This design comes from an exercise in tuning for small area, a short achievable clock period and few clock cycles on the open sky130 flow, not from production work.
RTL that was checked went through simulation tests only; none was proved equivalent to the original.

== 11-26 ==
Design alu_md, start of the top module:
module alu_md #(
  parameter int unsigned WIDTH = 32,
  parameter int unsigned SAW   = 5,
  parameter int unsigned CW    = 6
) (
  input  logic             clk,
  input  logic             reset,
  input  logic [WIDTH-1:0] RSbus,
  input  logic [WIDTH-1:0] RTbus,
  input  logic [WIDTH-1:0] Imm,
  input  logic             UseImm,
  input  logic [7:0]       SEL,
  input  logic             Start,
  input  logic             ReadLabel,
  input  logic             WriteLabel,
  output logic [WIDTH-1:0] ALUout,
  output logic [WIDTH-1:0] HI,
  output logic [WIDTH-1:0] LO,
  output logic             Busy,
  output logic             Done
);
  typedef enum logic [2:0] {S_IDLE, S_MUL, S_MULX, S_DALN, S_DIV, S_FIXQ, S_FIXR} state_t;
  state_t      state, state_nxt;
  logic [32:0] opa;       
  logic [4:0]  cnt;
  logic        hx;        
  logic        yb;        
  logic        ext;       
  logic        negq, negr;
  logic        unused_labels;
  assign unused_labels = ReadLabel ^ WriteLabel;
  logic [31:0] y;
  logic [4:0]  sa;
  logic        accept;
  logic        op_mul, op_div, op_sgn;
  assign y      = UseImm ? Imm : RTbus;    
  assign sa     = UseImm ? Imm[10:6] : RSbus[4:0];
  assign accept = Start && (state == S_IDLE);
  assign op_mul = (SEL == 8'h10) || (SEL == 8'h11);
  assign op_div = (SEL == 8'h12) || (SEL == 8'h13);
  assign op_sgn = ~SEL[0];
  logic        sub;
  logic [32:0] sum;
  logic        slt, sltu;
  assign sub  = (SEL[2:0] == 3'd5) || (SEL[2:1] == 2'b11);
  assign sum  = {1'b0, RSbus} + {1'b0, y ^ {32{sub}}} + {32'b0, sub};
  assign sltu = ~sum[32];
  assign slt  = (RSbus[31] ^ y[31]) ? RSbus[31] : sum[31];
  logic        daln;
  logic [31:0] shsrc;
  logic        sh_l, sh_a;
  logic [4:0]  shamt, famt;
  logic [30:0] fa;
  logic [31:0] fb, shout;
  logic [62:0] fcat;
  logic [4:0]  dshift;
  assign daln  = (state == S_DALN);
  assign shsrc = daln ? opa[31:0] : RTbus;
  assign sh_l  = daln | SEL[1];
  assign sh_a  = ~SEL[0] & RTbus[31];
  assign shamt = daln ? dshift : sa;
  assign famt  = sh_l ? ~shamt : shamt;
  assign fa    = sh_l ? shsrc[31:1] : {31{sh_a}};
  ...
Settings: LEC_CHECK=0, ABC_AREA=1, CAP_MARGIN=20, CORE_MARGIN=2, CORE_UTILIZATION=40, SLEW_MARGIN=20; clock period 6.0 ns.
run.sh (not shown) runs the stock make flow with config.mk's settings and CLKGATE_MAP_FILE= SYNTH_SCRIPT=/design/flow/synth_recipe.tcl, a recipe that flattens the netlist after the stock synthesis.
Testbench counts of 11-26, summed over its fixed seeds: cycles 22,614.
Edits applied to the flow inputs when going from 11-26 to 05-19:
- clearing ABC_AREA, which used to be 1
Notes after the runs:
11-26 ended with every stage complete and zero timing, DRC or antenna violations. 05-19 reached the final stage; the timing, DRC and antenna checks on its layout passed. Register-to-register slack on 05-19 is down relative to 11-26. Between 05-19 and 11-26, total wire length after detailed routing is higher for 05-19, 11-26 comes in under that. On utilization, the lower figure sits with 05-19, not 11-26. Transition time at the pin with the least slew margin in 05-19 vs 11-26: down 140 ps. 05-19 falls short of 11-26 in minimum setup slack in the final design. Of 05-19 and 11-26, the run reporting the lower worst hold margin was 11-26. [compare] base=11-26 new=05-19: global-route usage higher, first-pass GRT wire length went up.

---

== the reference run ==
Another version of the RTL of alu_md (not shown whole).
Size in the first run: about 4,500 cells after synthesis, about 160 flip-flops, about 210 I/O pins, about 0.026 sq mm of cells after synthesis.
clock: 6.0 ns
lec_check: 0
abc_area: 1
cap_margin: 20
core_margin: 2
core_utilization: 40
place_density: 0.7
setup_slack_margin: 1.6
slew_margin: 20
standard.sh (not shown) runs the stock make flow with config.mk's settings and CLKGATE_MAP_FILE= SYNTH_SCRIPT=/design/flow/synth_recipe.tcl, a recipe that flattens the netlist after the stock synthesis.
==> flow/flow/run.sh <==
#!/bin/bash
# The standard layout (standard.sh), with two ORFS settings changed: the port buffers use
# buf_1 instead of the default delay-buffer cell, and timing repair may resize a cell to any
# footprint. Each tool's output goes to the ORFS logs under orfs/logs; make's output to
# standard.log.
export BUFFER_PORTS_ARGS="-buffer_cell sky130_fd_sc_hd__buf_1"
bash standard.sh MATCH_CELL_FOOTPRINT=0 finish > standard.log 2>&1
Testbench counts of the reference run, summed over its fixed seeds: cycles 19,622.
### the reference run -> the trial run
Settings: PLACE_DENSITY: 0.7 -> 0.65; CORE_UTILIZATION: 40 -> 48.
Findings:
Against the reference run, the trial run reports a final cell count without fillers that is lower.
fa_1 as the critical-path cell with the highest stage delay was reported by the reference run, and dfrtp_1 by the trial run.
Sort the trial run and the reference run by count of filler cells inserted in the layout, ascending, and the trial run comes first.
The trial run vs the reference run, post-CTS setup buffer count went up by 3.

---

The RTL this note starts from:
==> flow/design.v <==
module alu_md #(
  parameter int unsigned WIDTH = 32,
  parameter int unsigned SAW   = 5,
  parameter int unsigned CW    = 6
) (
  input  logic             clk,
  input  logic             reset,
  input  logic [WIDTH-1:0] RSbus,
  input  logic [WIDTH-1:0] RTbus,
  input  logic [WIDTH-1:0] Imm,
  input  logic             UseImm,
  input  logic [7:0]       SEL,
  input  logic             Start,
  input  logic             ReadLabel,
  input  logic             WriteLabel,
  output logic [WIDTH-1:0] ALUout,
  output logic [WIDTH-1:0] HI,
  output logic [WIDTH-1:0] LO,
  output logic             Busy,
  output logic             Done
);
  typedef enum logic [2:0] {S_IDLE, S_MUL, S_MULX, S_DALN, S_DIV, S_FIXQ, S_FIXR} state_t;
  state_t      state, state_nxt;
  logic [32:0] opa;       
  logic [4:0]  cnt;
  logic        hx;        
  logic        yb;        
  logic        ext;       
  logic        shrt;      
  logic        negq, negr;
  logic        unused_labels;
  assign unused_labels = ReadLabel ^ WriteLabel;
  logic [31:0] y;
  logic [4:0]  sa;
  logic        accept;
  logic        op_mul, op_div, op_sgn;
  assign y      = UseImm ? Imm : RTbus;    
  assign sa     = UseImm ? Imm[10:6] : RSbus[4:0];
  assign accept = Start && (state == S_IDLE);
  assign op_mul = (SEL == 8'h10) || (SEL == 8'h11);
  assign op_div = (SEL == 8'h12) || (SEL == 8'h13);
  assign op_sgn = ~SEL[0];
  logic        sub;
  logic [32:0] sum;
  logic        slt, sltu;
  assign sub  = (SEL[2:0] == 3'd5) || (SEL[2:1] == 2'b11);
  logic [33:0] sumc;
  assign sumc = {1'b0, RSbus, 1'b1} + {1'b0, y ^ {32{sub}}, sub};
  assign sum  = sumc[33:1];
  assign sltu = ~sum[32];
  assign slt  = (RSbus[31] ^ y[31]) ? RSbus[31] : sum[31];
  logic        daln;
  logic [31:0] shsrc;
  logic        sh_l, sh_a;
  logic [4:0]  shamt, famt;
  logic [30:0] fa;
  logic [31:0] fb, shout;
  logic [62:0] fcat;
  logic [4:0]  dshift;
  assign daln  = (state == S_DALN);
  assign shsrc = daln ? opa[31:0] : RTbus;
  assign sh_l  = daln | SEL[1];
  assign sh_a  = ~SEL[0] & RTbus[31];
  assign shamt = daln ? dshift : sa;
  assign famt  = sh_l ? ~shamt : shamt;
  assign fa    = sh_l ? shsrc[31:1] : {31{sh_a}};
  assign fb    = sh_l ? {shsrc[0], 31'b0} : shsrc;
  assign fcat  = {fa, fb} >> famt;
  assign shout = fcat[31:0];
  logic [31:0] alu_res;
  logic        alu_we;
  always_comb begin
    alu_we  = 1'b1;
    alu_res = '0;
    case (SEL)
      8'h00, 8'h05: alu_res = sum[31:0];
      8'h01:        alu_res = RSbus & y;
      8'h02:        alu_res = RSbus ^ y;
      8'h03:        alu_res = RSbus | y;
      8'h04:        alu_res = ~(RSbus | y);
      8'h06:        alu_res = {31'b0, sltu};
      8'h07:        alu_res = {31'b0, slt};
      8'h08, 8'h09, 8'h0A: alu_res = shout;
      8'h14:        alu_res = HI;
      8'h15:        alu_res = LO;
      8'h10, 8'h11, 8'h12, 8'h13, 8'h16, 8'h17: alu_we = 1'b0;
      default:      alu_res = '0;
    endcase
  end
  logic [31:0] rs_mag, y_mag;
  logic        y_zero;
  assign rs_mag = (op_sgn && RSbus[31]) ? (~RSbus + 32'd1) : RSbus;
  assign y_mag  = (op_sgn && y[31]) ? (~y + 32'd1) : y;
  assign y_zero = (y == 32'b0);
  function automatic logic [5:0] bitlen(input logic [31:0] v);
    bitlen = 6'd0;
    for (int i = 0; i < 32; i++) if (v[i]) bitlen = 6'(i + 1);
  endfunction
  logic [5:0] ln, ld, ldiff;
  assign ln     = bitlen(HI);
  assign ld     = bitlen(opa[31:0]);
  assign ldiff  = ln - ld;
  assign dshift = ldiff[4:0];
  logic [4:0]  bb;           
  logic        fix;
  logic [36:0] av, x37, pp0, pp1, cv, sv, cc;
  logic [36:0] s37;
  logic        one0, two0, neg0, one1, two1, neg1;
  always_comb begin
    case (state)
      S_MUL:   bb = {LO[3:0], yb};
      S_MULX:  bb = 5'b00010;       
      S_DIV:   bb = 5'b11110;       
      default: bb = 5'b00000;
    endcase
  end
  assign fix  = (state == S_FIXQ) || (state == S_FIXR);
  assign one0 = bb[1] ^ bb[0];
  assign two0 = (bb[2] & ~bb[1] & ~bb[0]) | (~bb[2] & bb[1] & bb[0]);
  assign neg0 = bb[2];
  assign one1 = bb[3] ^ bb[2];
  assign two1 = (bb[4] & ~bb[3] & ~bb[2]) | (~bb[4] & bb[3] & bb[2]);
  assign neg1 = bb[4];
  assign x37 = {{4{opa[32]}}, opa};
  assign pp0 = (({37{one0}} & x37) | ({37{two0}} & {x37[35:0], 1'b0})) ^ {37{neg0}};
  assign pp1 = (({37{one1}} & {x37[34:0], 2'b0}) | ({37{two1}} & {x37[33:0], 3'b0}))
               ^ {37{neg1}};
  always_comb begin
    case (state)
      S_FIXQ:  av = ~{5'b0, LO};
      S_FIXR:  av = ~{5'b0, HI};
      default: av = {{4{hx}}, hx, HI};
    endcase
  end
  assign sv  = av ^ pp0 ^ pp1;
  assign cv  = (av & pp0) | (av & pp1) | (pp0 & pp1);
  assign cc  = {cv[35:0], neg1};
  logic [37:0] s38;
  assign s38 = {sv, 1'b1} + {cc, (neg0 | fix)};
  assign s37 = s38[37:1];
  logic dborrow;
  assign dborrow = s37[36];
  logic [31:0] alu_nxt, hi_nxt, lo_nxt;
  logic [32:0] opa_nxt;
  logic [4:0]  cnt_nxt;
  logic        shrt_nxt;
  logic        hx_nxt, yb_nxt, ext_nxt, negq_nxt, negr_nxt, done_nxt;
  always_comb begin
    state_nxt = state;
    alu_nxt   = ALUout;
    hi_nxt    = HI;
    lo_nxt    = LO;
    opa_nxt   = opa;
    cnt_nxt   = cnt;
    hx_nxt    = hx;
    yb_nxt    = yb;
    ext_nxt   = ext;
    shrt_nxt  = shrt;
    negq_nxt  = negq;
    negr_nxt  = negr;
    done_nxt  = 1'b0;
    case (state)
      S_IDLE: begin
        if (Start) begin
          if (alu_we) alu_nxt = alu_res;
          if (SEL == 8'h16) hi_nxt = RSbus;
          if (SEL == 8'h17) lo_nxt = RSbus;
          done_nxt = 1'b1;
          if (op_mul) begin
            done_nxt  = 1'b0;
            state_nxt = S_MUL;
            hi_nxt    = '0;
            hx_nxt    = 1'b0;
            lo_nxt    = y;
            yb_nxt    = 1'b0;
            opa_nxt   = {op_sgn & RSbus[31], RSbus};
            shrt_nxt  = (y[31:15] == 17'h0) || (op_sgn && (y[31:15] == 17'h1ffff));
            cnt_nxt   = shrt_nxt ? 5'd3 : 5'd7;
            ext_nxt   = ~op_sgn & y[31];
          end
          if (op_div) begin
            if (y_zero) begin
              hi_nxt = RSbus;
              lo_nxt = '1;
            end else begin
              done_nxt  = 1'b0;
              state_nxt = S_DALN;
              hi_nxt    = rs_mag;
              hx_nxt    = 1'b0;
              lo_nxt    = '0;
              opa_nxt   = {1'b0, y_mag};
              negq_nxt  = op_sgn & (RSbus[31] ^ y[31]);
              negr_nxt  = op_sgn & RSbus[31];
            end
          end
        end
      end
      S_MUL: begin
        {hx_nxt, hi_nxt} = s37[36:4];
        lo_nxt  = {s37[3:0], LO[31:4]};
        yb_nxt  = LO[3];
        cnt_nxt = cnt - 5'd1;
        if (cnt == 5'd0) begin
          if (shrt) begin
            hi_nxt = {{15{s37[36]}}, s37[36:20]};
            lo_nxt = {s37[19:0], LO[31:20]};
          end
          if (ext) state_nxt = S_MULX;
          else begin
            state_nxt = S_IDLE;
            done_nxt  = 1'b1;
          end
        end
      end
      S_MULX: begin
        hi_nxt    = s37[31:0];
        state_nxt = S_IDLE;
        done_nxt  = 1'b1;
      end
      S_DALN: begin
        if (ln < ld) begin
          if (negr) state_nxt = S_FIXR;
          else begin
            state_nxt = S_IDLE;
            done_nxt  = 1'b1;
          end
        end else begin
          state_nxt = S_DIV;
          opa_nxt   = {1'b0, shout};
          cnt_nxt   = dshift;
        end
      end
      S_DIV: begin
        if (!dborrow) hi_nxt = s37[31:0];
        lo_nxt  = {LO[30:0], ~dborrow};
        opa_nxt = {1'b0, opa[32:1]};
        cnt_nxt = cnt - 5'd1;
        if (cnt == 5'd0) begin
          if (negq) state_nxt = S_FIXQ;
          else if (negr) state_nxt = S_FIXR;
          else begin
            state_nxt = S_IDLE;
            done_nxt  = 1'b1;
          end
        end
      end
      S_FIXQ: begin
        lo_nxt = s37[31:0];
        if (negr) state_nxt = S_FIXR;
        else begin
          state_nxt = S_IDLE;
          done_nxt  = 1'b1;
        end
      end
      S_FIXR: begin
        hi_nxt    = s37[31:0];
        state_nxt = S_IDLE;
        done_nxt  = 1'b1;
      end
      default: state_nxt = S_IDLE;
    endcase
  end
  always_ff @(posedge clk or posedge reset) begin
    if (reset) begin
      state  <= S_IDLE;
      ALUout <= '0;
      HI     <= '0;
      LO     <= '0;
      Busy   <= 1'b0;
      Done   <= 1'b0;
    end else begin
      state  <= state_nxt;
      ALUout <= alu_nxt;
      HI     <= hi_nxt;
      LO     <= lo_nxt;
      Busy   <= (state_nxt != S_IDLE);
      Done   <= done_nxt;
    end
  end
  always_ff @(posedge clk) begin
    opa  <= opa_nxt;
    cnt  <= cnt_nxt;
    hx   <= hx_nxt;
    yb   <= yb_nxt;
    ext  <= ext_nxt;
    shrt <= shrt_nxt;
    negq <= negq_nxt;
    negr <= negr_nxt;
  end
endmodule
Settings: LEC_CHECK=0, CAP_MARGIN=20, CORE_MARGIN=2, CORE_UTILIZATION=40, SLEW_MARGIN=20; clock period 6.0 ns.
run.sh (not shown) runs the stock make flow with config.mk's settings and CLKGATE_MAP_FILE= SYNTH_SCRIPT=/design/flow/synth_recipe.tcl, a recipe that flattens the netlist after the stock synthesis.
Stock flow here: none of the scripts above is used.
Edit:
- SETUP_SLACK_MARGIN: not set -> 2.5
With this change the flow finished but fails on capacitance limit, slew limit.
Via count rose by 6.5%.
Worst setup slack improves by 0.51 ns.
Non-clock buffer count grows by 136.
Cell count grows by 3.2%.
Design area went up by 18%.
No run of this note included a check of the RTL's function; only the layout flow was run.

-- what the ideal ports hide --
The results above use ideal ports. As a check the final layouts listed here were re-extracted and re-timed, cells and wires unchanged. Step 1 (the two cells are an assumption about what drives the block):
set clk [get_ports {clk}]
set_driving_cell -lib_cell sky130_fd_sc_hd__clkbuf_16 $clk
set_driving_cell -lib_cell sky130_fd_sc_hd__buf_2 [delete_from_list [all_inputs] $clk]
Step 2 adds t to the input delays and takes it off the output delays; t is the mean of the earliest and latest rising clock arrival at the registers after step 1. Input paths then give back, and output paths get back, about the clock's delay inside the block. Slacks: ideal / step 1 / step 2; pairs: ideal / step 1.
run | t, ns | slack for setup (ns) | worst setup path after step 2
11-26 | 0.558 | 0.325 / 0.325 / 0.291 | input to register
05-19 | 0.567 | 0.279 / 0.279 / 0.279 | register to register
the reference run | 0.556 | 1.582 / 1.582 / 1.154 | input to register
the trial run | 0.568 | 1.512 / 1.512 / 1.117 | input to register
the first run of note 3 | 0.561 | 0.214 / 0.214 / 0.110 | input to register
the second run of note 3 | 0.565 | 0.724 / 0.724 / 0.552 | input to register
The setup slack of the reference run, which loses most, moves by 0.000 ns with the drivers and by -0.428 ns with both steps.
